Context: an optimization exercise on an open-source flow, tuned for small area. The choices shown serve that exercise and are no tape-out recipe. The RTL was checked by simulation tests, not by an equivalence proof against the original design. Power is estimated from default activity; no workload was simulated.

==> inputs of 04-08 <==
==> flow/design.v <==
`default_nettype none
package skinny_data_pkg;
   typedef logic [128-1:0] block_t;
   typedef logic [8-1:0] cell_t;
   typedef logic [6-1:0] rc_t;
   typedef struct packed {
      block_t tk1;  
      block_t tk2;  
      block_t tk3;  
   } tweakey_t;
endpackage
`default_nettype wire
`default_nettype none
package skinny_ctrl_pkg;
   typedef enum logic [1:0] {
      st_idle,
      st_run,
      st_done
   } ctrl_state_t;
   typedef logic [6-1:0] round_t;
endpackage
`default_nettype wire
`timescale 1ns/10ps
`default_nettype none
module skinny_round_ctrl (
   input  wire logic clk,
   input  wire logic rst,
   input  wire logic start,
   input  wire logic last_round,
   output logic      busy,
   output logic      idle,
   output logic      pol,
   output logic      done,
   output logic      round_end,
   output logic      s_hold,
   output logic      s_sbox,
   output logic      s_art,
   output logic      s_c0,
   output logic      s_c1,
   output logic      s_c2,
   output logic      s_tap4,
   output logic      s_tap8,
   output logic      s_tap12,
   output logic      k_hold,
   output logic      k_lfsr
);
   localparam int ROUND_CYC = 87;
   logic [6:0] t;
   logic       busy_nxt;
   logic       rpar;
   assign pol = t[0] ^ rpar;
   assign round_end = (t == 7'(ROUND_CYC - 1));
   always_ff @(posedge clk) begin
      if (rst) begin
         busy <= 1'b0;
         idle <= 1'b1;
         done <= 1'b0;
      end else begin
         busy <= busy_nxt;
         idle <= !busy_nxt;
         done <= busy && round_end && last_round;
      end
   end
   assign busy_nxt = busy ? !(round_end && last_round) : (start && !done);
   always_ff @(posedge clk) begin
      if (!busy) begin
         rpar <= 1'b0;
      end else if (round_end) begin
         rpar <= !rpar;
      end
   end
   always_ff @(posedge clk) begin
      if (!busy) begin
         t <= '1;
      end else if (round_end) begin
         t <= '0;
      end else begin
         t <= t + 1'b1;
      end
   end
   always_comb begin
      s_sbox  = (t < 7'd16);
      s_art   = (t < 7'd8);
      s_c0    = (t == 7'd0);
      s_c1    = (t == 7'd4);
      s_c2    = (t == 7'd11);
      s_hold  = (t >= 7'd8  && t <= 7'd10) || (t >= 7'd12 && t <= 7'd14) ||
                (t >= 7'd23 && t <= 7'd34) || (t >= 7'd39 && t <= 7'd41);
      s_tap4  = (t >= 7'd75 && t <= 7'd78) || (t >= 7'd83 && t <= 7'd86);
      s_tap8  = (t >= 7'd55 && t <= 7'd62) || (t >= 7'd67 && t <= 7'd70) ||
                (t >= 7'd79 && t <= 7'd82);
      s_tap12 = (t >= 7'd63 && t <= 7'd66) || (t >= 7'd71 && t <= 7'd74);
      k_hold  = (t == 7'd8) || (t >= 7'd11 && t <= 7'd13) || (t >= 7'd27 && t <= 7'd28) ||
                (t == 7'd42) || (t >= 7'd47 && t <= 7'd55);
      k_lfsr  = (t >= 7'd8 && t <= 7'd15);
   end
endmodule
`default_nettype wire
`timescale 1ns/10ps
`default_nettype none
module skinny_round_counter (
   input  wire logic            clk,
   input  wire logic            busy,
   input  wire logic            round_end,
   output skinny_data_pkg::rc_t rc,
   output logic                 last_round
);
   localparam skinny_data_pkg::rc_t RC_LAST = 6'h1A;
   assign last_round = (rc == RC_LAST);
   always_ff @(posedge clk) begin
      if (!busy) begin
         rc <= 6'h01;
      end else if (round_end) begin
         rc <= {rc[4:0], rc[5] ^ rc[4] ^ 1'b1};
      end
   end
endmodule
`default_nettype wire
`timescale 1ns/10ps
`default_nettype none
module skinny_sbox_layer (
   input  wire logic [7:0] state_in,
   output logic [7:0]      state_out
);
   function automatic logic cfn(input logic x, input logic y, input logic z);
      cfn = ~(x | y) ^ z;
   endfunction
   logic [7:0] si;
   logic [7:0] a;
   assign si   = state_in;
   assign a[0] = cfn(si[7], si[6], si[4]);
   assign a[1] = cfn(si[3], si[2], si[0]);
   assign a[2] = cfn(si[2], si[1], si[6]);
   assign a[3] = cfn(a[0], a[1], si[5]);
   assign a[4] = cfn(a[1], si[3], si[1]);
   assign a[5] = cfn(a[2], a[3], si[7]);
   assign a[6] = cfn(a[3], a[0], si[3]);
   assign a[7] = cfn(a[4], a[5], si[2]);
   assign state_out = {a[3], a[0], a[1], a[6], a[4], a[2], a[5], a[7]};
endmodule
`default_nettype wire
`timescale 1ns/10ps
`default_nettype none
module skinny_round_datapath (
   input  wire logic                   clk,
   input  wire logic                   busy,
   input  wire logic                   idle,
   input  wire logic                   pol,
   input  wire logic                   hold,
   input  wire logic                   sbox_en,
   input  wire logic                   art,
   input  wire logic                   c0,
   input  wire logic                   c1,
   input  wire logic                   c2,
   input  wire logic                   tap4,
   input  wire logic                   tap8,
   input  wire logic                   tap12,
   input  wire skinny_data_pkg::rc_t    rc,
   input  wire logic [7:0]             tk_x,
   input  wire skinny_data_pkg::block_t plaintext,
   output skinny_data_pkg::block_t      ciphertext
);
   logic [7:0] s [16];
   logic [7:0] src;
   logic [7:0] sb;
   logic [7:0] add;
   logic [7:0] nxt;
   logic [7:0] sb_in;
   logic       fix;
   assign src   = hold ? s[1] : s[0];
   assign sb_in = src ^ {8{pol}};
   skinny_sbox_layer u_sbox (
      .state_in  (sb_in),
      .state_out (sb)
   );
   assign fix = pol & ((sbox_en & !art) | tap4 | tap8 | tap12);
   assign add = (art ? tk_x : 8'h00) ^ {8{fix}} ^
                (c0 ? {4'h0, rc[3:0]} : 8'h00) ^
                (c1 ? {6'h0, rc[5:4]} : 8'h00) ^
                {6'h0, c2, 1'b0} ^
                (tap4 ? s[4] : 8'h00) ^
                (tap8 ? s[8] : 8'h00) ^
                (tap12 ? s[12] : 8'h00);
   assign nxt = (sbox_en ? sb : src) ^ add;
   function automatic logic [7:0] stage(input logic b, input logic nb,
                                        input logic [7:0] d, input logic [7:0] p);
      stage = ~((d | {8{nb}}) & (p | {8{b}}));
   endfunction
   always_ff @(posedge clk) begin
      s[0] <= stage(busy, idle, hold ? s[0] : s[1], plaintext[7:0]);
      for (int i = 1; i < 15; i++) begin
         s[i] <= stage(busy, idle, s[i+1], plaintext[135-8*i -: 8]);
      end
      s[15] <= stage(busy, idle, nxt, plaintext[15:8]);
   end
   for (genvar i = 0; i < 16; i++) begin : g_out
      assign ciphertext[127-8*i -: 8] = s[i];
   end
endmodule
`default_nettype wire
`timescale 1ns/10ps
`default_nettype none
module skinny_tweakey_schedule (
   input  wire logic                     clk,
   input  wire logic                     busy,
   input  wire logic                     idle,
   input  wire logic                     hold,
   input  wire logic                     lfsr,
   input  wire logic                     pol,
   input  wire skinny_data_pkg::tweakey_t tweakey,
   output logic [7:0]                    head_x
);
   logic [7:0] k1 [16];
   logic [7:0] k2 [16];
   logic [7:0] k3 [16];
   logic [7:0] s1, s2, s3;
   logic [7:0] x1, x2, x3;
   function automatic logic [7:0] stage(input logic b, input logic nb,
                                        input logic [7:0] d, input logic [7:0] p);
      stage = ~((d | {8{nb}}) & (p | {8{b}}));
   endfunction
   assign s1 = hold ? k1[1] : k1[0];
   assign s2 = hold ? k2[1] : k2[0];
   assign s3 = hold ? k3[1] : k3[0];
   assign x1 = s1;
   assign x2 = lfsr ? {s2[6:0], s2[7] ^ s2[5] ^ pol} : s2;
   assign x3 = lfsr ? {s3[0] ^ s3[6] ^ pol, s3[7:1]} : s3;
   assign head_x = k1[0] ^ k2[0] ^ k3[0];
   logic [7:0] h1, h2, h3;
   assign h1 = hold ? k1[0] : k1[1];
   assign h2 = hold ? k2[0] : k2[1];
   assign h3 = hold ? k3[0] : k3[1];
   always_ff @(posedge clk) begin
      k1[0] <= stage(busy, idle, h1, tweakey.tk1[7:0]);
      k2[0] <= stage(busy, idle, h2, tweakey.tk2[7:0]);
      k3[0] <= stage(busy, idle, h3, tweakey.tk3[7:0]);
      for (int i = 1; i < 15; i++) begin
         k1[i] <= stage(busy, idle, k1[i+1], tweakey.tk1[135-8*i -: 8]);
         k2[i] <= stage(busy, idle, k2[i+1], tweakey.tk2[135-8*i -: 8]);
         k3[i] <= stage(busy, idle, k3[i+1], tweakey.tk3[135-8*i -: 8]);
      end
      k1[15] <= stage(busy, idle, x1, tweakey.tk1[15:8]);
      k2[15] <= stage(busy, idle, x2, tweakey.tk2[15:8]);
      k3[15] <= stage(busy, idle, x3, tweakey.tk3[15:8]);
   end
endmodule
`default_nettype wire
`timescale 1ns/10ps
`default_nettype none
module skinny_core (
   input  wire logic                     clk,
   input  wire logic                     rst,
   input  wire logic                     start,
   input  wire skinny_data_pkg::block_t   plaintext,
   input  wire skinny_data_pkg::tweakey_t tweakey,
   output logic                          busy,
   output logic                          done,
   output skinny_data_pkg::block_t        ciphertext
);
   logic round_end;
   logic idle;
   logic pol;
   logic last_round;
   logic s_hold, s_sbox, s_art, s_c0, s_c1, s_c2, s_tap4, s_tap8, s_tap12;
   logic k_hold, k_lfsr;
   logic [7:0] tk_x;
   skinny_data_pkg::rc_t rc;
   skinny_round_ctrl u_ctrl (
      .clk        (clk),
      .rst        (rst),
      .start      (start),
      .last_round (last_round),
      .busy       (busy),
      .idle       (idle),
      .pol        (pol),
      .done       (done),
      .round_end  (round_end),
      .s_hold     (s_hold),
      .s_sbox     (s_sbox),
      .s_art      (s_art),
      .s_c0       (s_c0),
      .s_c1       (s_c1),
      .s_c2       (s_c2),
      .s_tap4     (s_tap4),
      .s_tap8     (s_tap8),
      .s_tap12    (s_tap12),
      .k_hold     (k_hold),
      .k_lfsr     (k_lfsr)
   );
   skinny_round_counter u_counter (
      .clk        (clk),
      .busy       (busy),
      .round_end  (round_end),
      .rc         (rc),
      .last_round (last_round)
   );
   skinny_tweakey_schedule u_schedule (
      .clk     (clk),
      .busy    (busy),
      .idle    (idle),
      .hold    (k_hold),
      .pol     (pol),
      .lfsr    (k_lfsr),
      .tweakey (tweakey),
      .head_x  (tk_x)
   );
   skinny_round_datapath u_datapath (
      .clk        (clk),
      .busy       (busy),
      .idle       (idle),
      .pol        (pol),
      .hold       (s_hold),
      .sbox_en    (s_sbox),
      .art        (s_art),
      .c0         (s_c0),
      .c1         (s_c1),
      .c2         (s_c2),
      .tap4       (s_tap4),
      .tap8       (s_tap8),
      .tap12      (s_tap12),
      .rc         (rc),
      .tk_x       (tk_x),
      .plaintext  (plaintext),
      .ciphertext (ciphertext)
   );
endmodule
`default_nettype wire
==> flow/flow/run.sh <==
#!/bin/bash
# The standard layout, with the smallest buffer on each port instead of the
# one buffer_ports picks by default, and a clock tree built from fewer,
# smaller buffers without dummy loads.
set -euo pipefail
export BUFFER_PORTS_ARGS="-buffer_cell sky130_fd_sc_hd__buf_1"
export CTS_ARGS="-sink_clustering_enable -repair_clock_nets -dont_use_dummy_load -buf_list sky130_fd_sc_hd__clkbuf_8 -sink_clustering_size 18 -sink_clustering_max_diameter 70"
bash standard.sh > standard.log 2>&1
==> flow/standard.sh <==
#!/bin/bash
# synth_recipe.tcl (not shown) runs the flow's synth.tcl, then flattens the netlist and writes it again
# the make line also repeats each setting of config.mk as NAME=value (left out here)
make -C /OpenROAD-flow-scripts/flow DESIGN_CONFIG=/design/flow/config.mk WORK_HOME=/design/flow/orfs CLKGATE_MAP_FILE= SYNTH_SCRIPT=/design/flow/synth_recipe.tcl "${@:-finish}"
==> flow/config.mk <==
export PLATFORM = sky130hd
export DESIGN_NAME = skinny_core
export DESIGN_NICKNAME = skinny_core
export VERILOG_FILES = /design/flow/design.v
export SDC_FILE = /design/flow/constraint.sdc
export NUM_CORES = 4
export LEC_CHECK = 0
export CAP_MARGIN = 20
export CORE_MARGIN = 2
export CORE_UTILIZATION = 55
export SLEW_MARGIN = 20
==> flow/constraint.sdc <==
create_clock -name core_clock -period 4.5 [get_ports {clk}]
set_input_delay 0.9000 -clock core_clock [delete_from_list [all_inputs] [get_ports {clk}]]
set_output_delay 0.9000 -clock core_clock [all_outputs]
set_load 0.01 [all_outputs]
==> 11-25 (differences from 04-08) <==
--- a/flow/design.v
+++ b/flow/design.v
@@ -50,3 +50,3 @@
    logic       rpar;
-   assign pol = t[0] ^ rpar;
+   assign pol = ~(t[0] ^ rpar);
    assign round_end = (t == 7'(ROUND_CYC - 1));
@@ -72,5 +72,3 @@
    always_ff @(posedge clk) begin
-      if (!busy) begin
-         t <= '1;
-      end else if (round_end) begin
+      if (!busy || round_end) begin
          t <= '0;
@@ -88,3 +86,3 @@
                 (t >= 7'd23 && t <= 7'd34) || (t >= 7'd39 && t <= 7'd41);
-      s_tap4  = (t >= 7'd75 && t <= 7'd78) || (t >= 7'd83 && t <= 7'd86);
+      s_tap4  = (t >= 7'd75 && t <= 7'd78) || (t >= 7'd83);
       s_tap8  = (t >= 7'd55 && t <= 7'd62) || (t >= 7'd67 && t <= 7'd70) ||
@@ -167,12 +165,8 @@
    logic [7:0] nxt;
-   logic [7:0] sb_in;
-   logic       fix;
-   assign src   = hold ? s[1] : s[0];
-   assign sb_in = src ^ {8{pol}};
+   assign src = hold ? s[1] : s[0];
    skinny_sbox_layer u_sbox (
-      .state_in  (sb_in),
+      .state_in  (src),
       .state_out (sb)
    );
-   assign fix = pol & ((sbox_en & !art) | tap4 | tap8 | tap12);
-   assign add = (art ? tk_x : 8'h00) ^ {8{fix}} ^
+   assign add = (art ? tk_x ^ {8{pol}} : 8'h00) ^
                 (c0 ? {4'h0, rc[3:0]} : 8'h00) ^
@@ -186,10 +180,10 @@
                                         input logic [7:0] d, input logic [7:0] p);
-      stage = ~((d | {8{nb}}) & (p | {8{b}}));
+      stage = (d & {8{b}}) | (p & {8{nb}});
    endfunction
    always_ff @(posedge clk) begin
-      s[0] <= stage(busy, idle, hold ? s[0] : s[1], plaintext[7:0]);
+      s[0] <= stage(busy, idle, hold ? s[0] : s[1], plaintext[127 -: 8]);
       for (int i = 1; i < 15; i++) begin
-         s[i] <= stage(busy, idle, s[i+1], plaintext[135-8*i -: 8]);
+         s[i] <= stage(busy, idle, s[i+1], plaintext[127-8*i -: 8]);
       end
-      s[15] <= stage(busy, idle, nxt, plaintext[15:8]);
+      s[15] <= stage(busy, idle, nxt, plaintext[7:0]);
    end
@@ -233,13 +227,10 @@
    always_ff @(posedge clk) begin
-      k1[0] <= stage(busy, idle, h1, tweakey.tk1[7:0]);
-      k2[0] <= stage(busy, idle, h2, tweakey.tk2[7:0]);
-      k3[0] <= stage(busy, idle, h3, tweakey.tk3[7:0]);
-      for (int i = 1; i < 15; i++) begin
-         k1[i] <= stage(busy, idle, k1[i+1], tweakey.tk1[135-8*i -: 8]);
-         k2[i] <= stage(busy, idle, k2[i+1], tweakey.tk2[135-8*i -: 8]);
-         k3[i] <= stage(busy, idle, k3[i+1], tweakey.tk3[135-8*i -: 8]);
-      end
-      k1[15] <= stage(busy, idle, x1, tweakey.tk1[15:8]);
-      k2[15] <= stage(busy, idle, x2, tweakey.tk2[15:8]);
-      k3[15] <= stage(busy, idle, x3, tweakey.tk3[15:8]);
+      for (int i = 0; i < 15; i++) begin
+         k1[i] <= stage(busy, idle, (i == 0) ? h1 : k1[i+1], tweakey.tk1[127-8*i -: 8]);
+         k2[i] <= stage(busy, idle, (i == 0) ? h2 : k2[i+1], tweakey.tk2[127-8*i -: 8]);
+         k3[i] <= stage(busy, idle, (i == 0) ? h3 : k3[i+1], tweakey.tk3[127-8*i -: 8]);
+      end
+      k1[15] <= stage(busy, idle, x1, tweakey.tk1[7:0]);
+      k2[15] <= stage(busy, idle, x2, tweakey.tk2[7:0]);
+      k3[15] <= stage(busy, idle, x3, tweakey.tk3[7:0]);
    end
==> flow/flow/run.sh (replaced) <==
#!/bin/bash
# The standard layout, with the smallest buffer on each port instead of the
# one buffer_ports picks by default, and a clock tree built from fewer,
# smaller buffers without dummy loads.
set -euo pipefail
export BUFFER_PORTS_ARGS="-buffer_cell sky130_fd_sc_hd__buf_1"
export CTS_ARGS="-sink_clustering_enable -repair_clock_nets -dont_use_dummy_load -buf_list sky130_fd_sc_hd__clkbuf_4 -sink_clustering_size 10 -sink_clustering_max_diameter 50"
bash standard.sh > standard.log 2>&1
- CORE_UTILIZATION: 55 -> 60
==> 04-04 (differences from 04-08) <==
--- a/flow/design.v
+++ b/flow/design.v
@@ -50,3 +50,3 @@
    logic       rpar;
-   assign pol = t[0] ^ rpar;
+   assign pol = ~(t[0] ^ rpar);
    assign round_end = (t == 7'(ROUND_CYC - 1));
@@ -72,5 +72,3 @@
    always_ff @(posedge clk) begin
-      if (!busy) begin
-         t <= '1;
-      end else if (round_end) begin
+      if (!busy || round_end) begin
          t <= '0;
@@ -88,3 +86,3 @@
                 (t >= 7'd23 && t <= 7'd34) || (t >= 7'd39 && t <= 7'd41);
-      s_tap4  = (t >= 7'd75 && t <= 7'd78) || (t >= 7'd83 && t <= 7'd86);
+      s_tap4  = (t >= 7'd75 && t <= 7'd78) || (t >= 7'd83);
       s_tap8  = (t >= 7'd55 && t <= 7'd62) || (t >= 7'd67 && t <= 7'd70) ||
@@ -167,12 +165,8 @@
    logic [7:0] nxt;
-   logic [7:0] sb_in;
-   logic       fix;
-   assign src   = hold ? s[1] : s[0];
-   assign sb_in = src ^ {8{pol}};
+   assign src = hold ? s[1] : s[0];
    skinny_sbox_layer u_sbox (
-      .state_in  (sb_in),
+      .state_in  (src),
       .state_out (sb)
    );
-   assign fix = pol & ((sbox_en & !art) | tap4 | tap8 | tap12);
-   assign add = (art ? tk_x : 8'h00) ^ {8{fix}} ^
+   assign add = (art ? tk_x ^ {8{pol}} : 8'h00) ^
                 (c0 ? {4'h0, rc[3:0]} : 8'h00) ^
@@ -186,10 +180,10 @@
                                         input logic [7:0] d, input logic [7:0] p);
-      stage = ~((d | {8{nb}}) & (p | {8{b}}));
+      stage = (d & {8{b}}) | (p & {8{nb}});
    endfunction
    always_ff @(posedge clk) begin
-      s[0] <= stage(busy, idle, hold ? s[0] : s[1], plaintext[7:0]);
+      s[0] <= stage(busy, idle, hold ? s[0] : s[1], plaintext[127 -: 8]);
       for (int i = 1; i < 15; i++) begin
-         s[i] <= stage(busy, idle, s[i+1], plaintext[135-8*i -: 8]);
+         s[i] <= stage(busy, idle, s[i+1], plaintext[127-8*i -: 8]);
       end
-      s[15] <= stage(busy, idle, nxt, plaintext[15:8]);
+      s[15] <= stage(busy, idle, nxt, plaintext[7:0]);
    end
@@ -233,13 +227,10 @@
    always_ff @(posedge clk) begin
-      k1[0] <= stage(busy, idle, h1, tweakey.tk1[7:0]);
-      k2[0] <= stage(busy, idle, h2, tweakey.tk2[7:0]);
-      k3[0] <= stage(busy, idle, h3, tweakey.tk3[7:0]);
-      for (int i = 1; i < 15; i++) begin
-         k1[i] <= stage(busy, idle, k1[i+1], tweakey.tk1[135-8*i -: 8]);
-         k2[i] <= stage(busy, idle, k2[i+1], tweakey.tk2[135-8*i -: 8]);
-         k3[i] <= stage(busy, idle, k3[i+1], tweakey.tk3[135-8*i -: 8]);
-      end
-      k1[15] <= stage(busy, idle, x1, tweakey.tk1[15:8]);
-      k2[15] <= stage(busy, idle, x2, tweakey.tk2[15:8]);
-      k3[15] <= stage(busy, idle, x3, tweakey.tk3[15:8]);
+      for (int i = 0; i < 15; i++) begin
+         k1[i] <= stage(busy, idle, (i == 0) ? h1 : k1[i+1], tweakey.tk1[127-8*i -: 8]);
+         k2[i] <= stage(busy, idle, (i == 0) ? h2 : k2[i+1], tweakey.tk2[127-8*i -: 8]);
+         k3[i] <= stage(busy, idle, (i == 0) ? h3 : k3[i+1], tweakey.tk3[127-8*i -: 8]);
+      end
+      k1[15] <= stage(busy, idle, x1, tweakey.tk1[7:0]);
+      k2[15] <= stage(busy, idle, x2, tweakey.tk2[7:0]);
+      k3[15] <= stage(busy, idle, x3, tweakey.tk3[7:0]);
    end
==> flow/flow/run.sh (replaced) <==
#!/bin/bash
# The standard layout, with the smallest buffer on each port instead of the
# one buffer_ports picks by default.
set -euo pipefail
export BUFFER_PORTS_ARGS="-buffer_cell sky130_fd_sc_hd__buf_1"
bash standard.sh > standard.log 2>&1
- CORE_UTILIZATION: 55 -> 40
==> 12-21 (differences from 04-08) <==
--- a/flow/design.v
+++ b/flow/design.v
@@ -30,4 +30,2 @@
    output logic      busy,
-   output logic      idle,
-   output logic      pol,
    output logic      done,
@@ -48,5 +46,2 @@
    logic [6:0] t;
-   logic       busy_nxt;
-   logic       rpar;
-   assign pol = t[0] ^ rpar;
    assign round_end = (t == 7'(ROUND_CYC - 1));
@@ -55,7 +50,5 @@
          busy <= 1'b0;
-         idle <= 1'b1;
          done <= 1'b0;
       end else begin
-         busy <= busy_nxt;
-         idle <= !busy_nxt;
+         busy <= busy ? !(round_end && last_round) : (start && !done);
          done <= busy && round_end && last_round;
@@ -63,14 +56,4 @@
    end
-   assign busy_nxt = busy ? !(round_end && last_round) : (start && !done);
    always_ff @(posedge clk) begin
-      if (!busy) begin
-         rpar <= 1'b0;
-      end else if (round_end) begin
-         rpar <= !rpar;
-      end
-   end
-   always_ff @(posedge clk) begin
-      if (!busy) begin
-         t <= '1;
-      end else if (round_end) begin
+      if (!busy || round_end) begin
          t <= '0;
@@ -88,3 +71,3 @@
                 (t >= 7'd23 && t <= 7'd34) || (t >= 7'd39 && t <= 7'd41);
-      s_tap4  = (t >= 7'd75 && t <= 7'd78) || (t >= 7'd83 && t <= 7'd86);
+      s_tap4  = (t >= 7'd75 && t <= 7'd78) || (t >= 7'd83);
       s_tap8  = (t >= 7'd55 && t <= 7'd62) || (t >= 7'd67 && t <= 7'd70) ||
@@ -146,4 +129,2 @@
    input  wire logic                   busy,
-   input  wire logic                   idle,
-   input  wire logic                   pol,
    input  wire logic                   hold,
@@ -167,12 +148,8 @@
    logic [7:0] nxt;
-   logic [7:0] sb_in;
-   logic       fix;
-   assign src   = hold ? s[1] : s[0];
-   assign sb_in = src ^ {8{pol}};
+   assign src = hold ? s[1] : s[0];
    skinny_sbox_layer u_sbox (
-      .state_in  (sb_in),
+      .state_in  (src),
       .state_out (sb)
    );
-   assign fix = pol & ((sbox_en & !art) | tap4 | tap8 | tap12);
-   assign add = (art ? tk_x : 8'h00) ^ {8{fix}} ^
+   assign add = (art ? tk_x : 8'h00) ^
                 (c0 ? {4'h0, rc[3:0]} : 8'h00) ^
@@ -184,12 +161,14 @@
    assign nxt = (sbox_en ? sb : src) ^ add;
-   function automatic logic [7:0] stage(input logic b, input logic nb,
-                                        input logic [7:0] d, input logic [7:0] p);
-      stage = ~((d | {8{nb}}) & (p | {8{b}}));
-   endfunction
    always_ff @(posedge clk) begin
-      s[0] <= stage(busy, idle, hold ? s[0] : s[1], plaintext[7:0]);
-      for (int i = 1; i < 15; i++) begin
-         s[i] <= stage(busy, idle, s[i+1], plaintext[135-8*i -: 8]);
+      if (!busy) begin
+         for (int i = 0; i < 16; i++) begin
+            s[i] <= plaintext[127-8*i -: 8];
+         end
+      end else begin
+         s[0] <= hold ? s[0] : s[1];
+         for (int i = 1; i < 15; i++) begin
+            s[i] <= s[i+1];
+         end
+         s[15] <= nxt;
       end
-      s[15] <= stage(busy, idle, nxt, plaintext[15:8]);
    end
@@ -205,6 +184,4 @@
    input  wire logic                     busy,
-   input  wire logic                     idle,
    input  wire logic                     hold,
    input  wire logic                     lfsr,
-   input  wire logic                     pol,
    input  wire skinny_data_pkg::tweakey_t tweakey,
@@ -216,7 +193,2 @@
    logic [7:0] s1, s2, s3;
-   logic [7:0] x1, x2, x3;
-   function automatic logic [7:0] stage(input logic b, input logic nb,
-                                        input logic [7:0] d, input logic [7:0] p);
-      stage = ~((d | {8{nb}}) & (p | {8{b}}));
-   endfunction
    assign s1 = hold ? k1[1] : k1[0];
@@ -224,22 +196,23 @@
    assign s3 = hold ? k3[1] : k3[0];
-   assign x1 = s1;
-   assign x2 = lfsr ? {s2[6:0], s2[7] ^ s2[5] ^ pol} : s2;
-   assign x3 = lfsr ? {s3[0] ^ s3[6] ^ pol, s3[7:1]} : s3;
    assign head_x = k1[0] ^ k2[0] ^ k3[0];
-   logic [7:0] h1, h2, h3;
-   assign h1 = hold ? k1[0] : k1[1];
-   assign h2 = hold ? k2[0] : k2[1];
-   assign h3 = hold ? k3[0] : k3[1];
    always_ff @(posedge clk) begin
-      k1[0] <= stage(busy, idle, h1, tweakey.tk1[7:0]);
-      k2[0] <= stage(busy, idle, h2, tweakey.tk2[7:0]);
-      k3[0] <= stage(busy, idle, h3, tweakey.tk3[7:0]);
-      for (int i = 1; i < 15; i++) begin
-         k1[i] <= stage(busy, idle, k1[i+1], tweakey.tk1[135-8*i -: 8]);
-         k2[i] <= stage(busy, idle, k2[i+1], tweakey.tk2[135-8*i -: 8]);
-         k3[i] <= stage(busy, idle, k3[i+1], tweakey.tk3[135-8*i -: 8]);
+      if (!busy) begin
+         for (int i = 0; i < 16; i++) begin
+            k1[i] <= tweakey.tk1[127-8*i -: 8];
+            k2[i] <= tweakey.tk2[127-8*i -: 8];
+            k3[i] <= tweakey.tk3[127-8*i -: 8];
+         end
+      end else begin
+         k1[0] <= hold ? k1[0] : k1[1];
+         k2[0] <= hold ? k2[0] : k2[1];
+         k3[0] <= hold ? k3[0] : k3[1];
+         for (int i = 1; i < 15; i++) begin
+            k1[i] <= k1[i+1];
+            k2[i] <= k2[i+1];
+            k3[i] <= k3[i+1];
+         end
+         k1[15] <= s1;
+         k2[15] <= lfsr ? {s2[6:0], s2[7] ^ s2[5]} : s2;
+         k3[15] <= lfsr ? {s3[0] ^ s3[6], s3[7:1]} : s3;
       end
-      k1[15] <= stage(busy, idle, x1, tweakey.tk1[15:8]);
-      k2[15] <= stage(busy, idle, x2, tweakey.tk2[15:8]);
-      k3[15] <= stage(busy, idle, x3, tweakey.tk3[15:8]);
    end
@@ -260,4 +233,2 @@
    logic round_end;
-   logic idle;
-   logic pol;
    logic last_round;
@@ -273,4 +244,2 @@
       .busy       (busy),
-      .idle       (idle),
-      .pol        (pol),
       .done       (done),
@@ -299,5 +268,3 @@
       .busy    (busy),
-      .idle    (idle),
       .hold    (k_hold),
-      .pol     (pol),
       .lfsr    (k_lfsr),
@@ -309,4 +276,2 @@
       .busy       (busy),
-      .idle       (idle),
-      .pol        (pol),
       .hold       (s_hold),
==> flow/run.sh (new file) <==
#!/bin/bash
# synth_recipe.tcl (not shown) runs the flow's synth.tcl, then flattens the netlist and writes it again
# the make line also repeats each setting of config.mk as NAME=value (left out here)
make -C /OpenROAD-flow-scripts/flow DESIGN_CONFIG=/design/flow/config.mk WORK_HOME=/design/flow/orfs CLKGATE_MAP_FILE= SYNTH_SCRIPT=/design/flow/synth_recipe.tcl finish
- CORE_UTILIZATION: 55 -> 40
removed: flow/flow/run.sh
removed: flow/standard.sh
==> qor summary <==
Num ports: 11-25 -; 04-08 645; 04-04 645; 12-21 645
Dominant kind of cell by area: 11-25 -; 04-08 registers; 04-04 registers; 12-21 registers
Setup bufs post-CTS: 11-25 -; 04-08 0; 04-04 0; 12-21 0
PnR worst setup slack: 11-25 -; 04-08 0.637 ns; 04-04 1.31 ns; 12-21 1.27 ns
Starting utilization of the core area: 11-25 61.2%; 04-08 55.5%; 04-04 40.8%; 12-21 40.5%
Hold depth: 11-25 -; 04-08 1; 04-04 1; 12-21 1
Type of element launching the critical path: 11-25 -; 04-08 flip-flop; 04-04 flip-flop; 12-21 flip-flop
Fraction of area in multi-input gates: 11-25 -; 04-08 30.0%; 04-04 28.9%; 12-21 28.5%
Worst-Skew Late Latency: 11-25 -; 04-08 0.59 ns; 04-04 0.61 ns; 12-21 0.62 ns
Worst hold slack after final layout: 11-25 -; 04-08 0.409 ns; 04-04 0.411 ns; 12-21 0.444 ns
TNS Setup: 11-25 -; 04-08 0 ns; 04-04 0 ns; 12-21 0 ns
Outcome: 11-25 stopped before the end; 04-08 no timing/DRC/antenna violations; 04-04 no timing/DRC/antenna violations; 12-21 no timing/DRC/antenna violations
Last stage reached: 11-25 3_2_place_iop; 04-08 -; 04-04 -; 12-21 -
Proportion of power drawn by the clock network: 11-25 -; 04-08 23.2%; 04-04 39.7%; 12-21 39.8%

## afterwards: timing with drivers on the ports
In the flow no input, the clock included, has a driving cell. The finished layouts below were timed again as built, in two steps.
Step 1: set_driving_cell puts a clkbuf_16 on clk and a buf_2 on each other input, an assumption about the parent block.
Step 2, shift: input delay + t, output delay - t, t = (earliest + latest rising clock arrival at the registers) / 2. This alone moves slack from input paths to output paths.
Slacks: no drivers / after step 1 / after step 2; pairs: no drivers / after step 1.
| run | shift t [ns] | setup slack, ns | worst hold slack (ns) | worst setup path after step 2 | cell pins on the clock port's net |
|---|---|---|---|---|---|
| 04-08 | 0.599 | 0.637 / 0.637 / 0.637 | 0.409 / 0.409 / 0.409 | register to register | 1 |
| 04-04 | 0.654 | 1.313 / 1.313 / 1.313 | 0.411 / 0.411 / 0.411 | register to register | 1 |
| 12-21 | 0.673 | 1.273 / 1.273 / 1.273 | 0.444 / 0.444 / 0.444 | register to register | 1 |
After both steps every run listed still meets setup and hold.
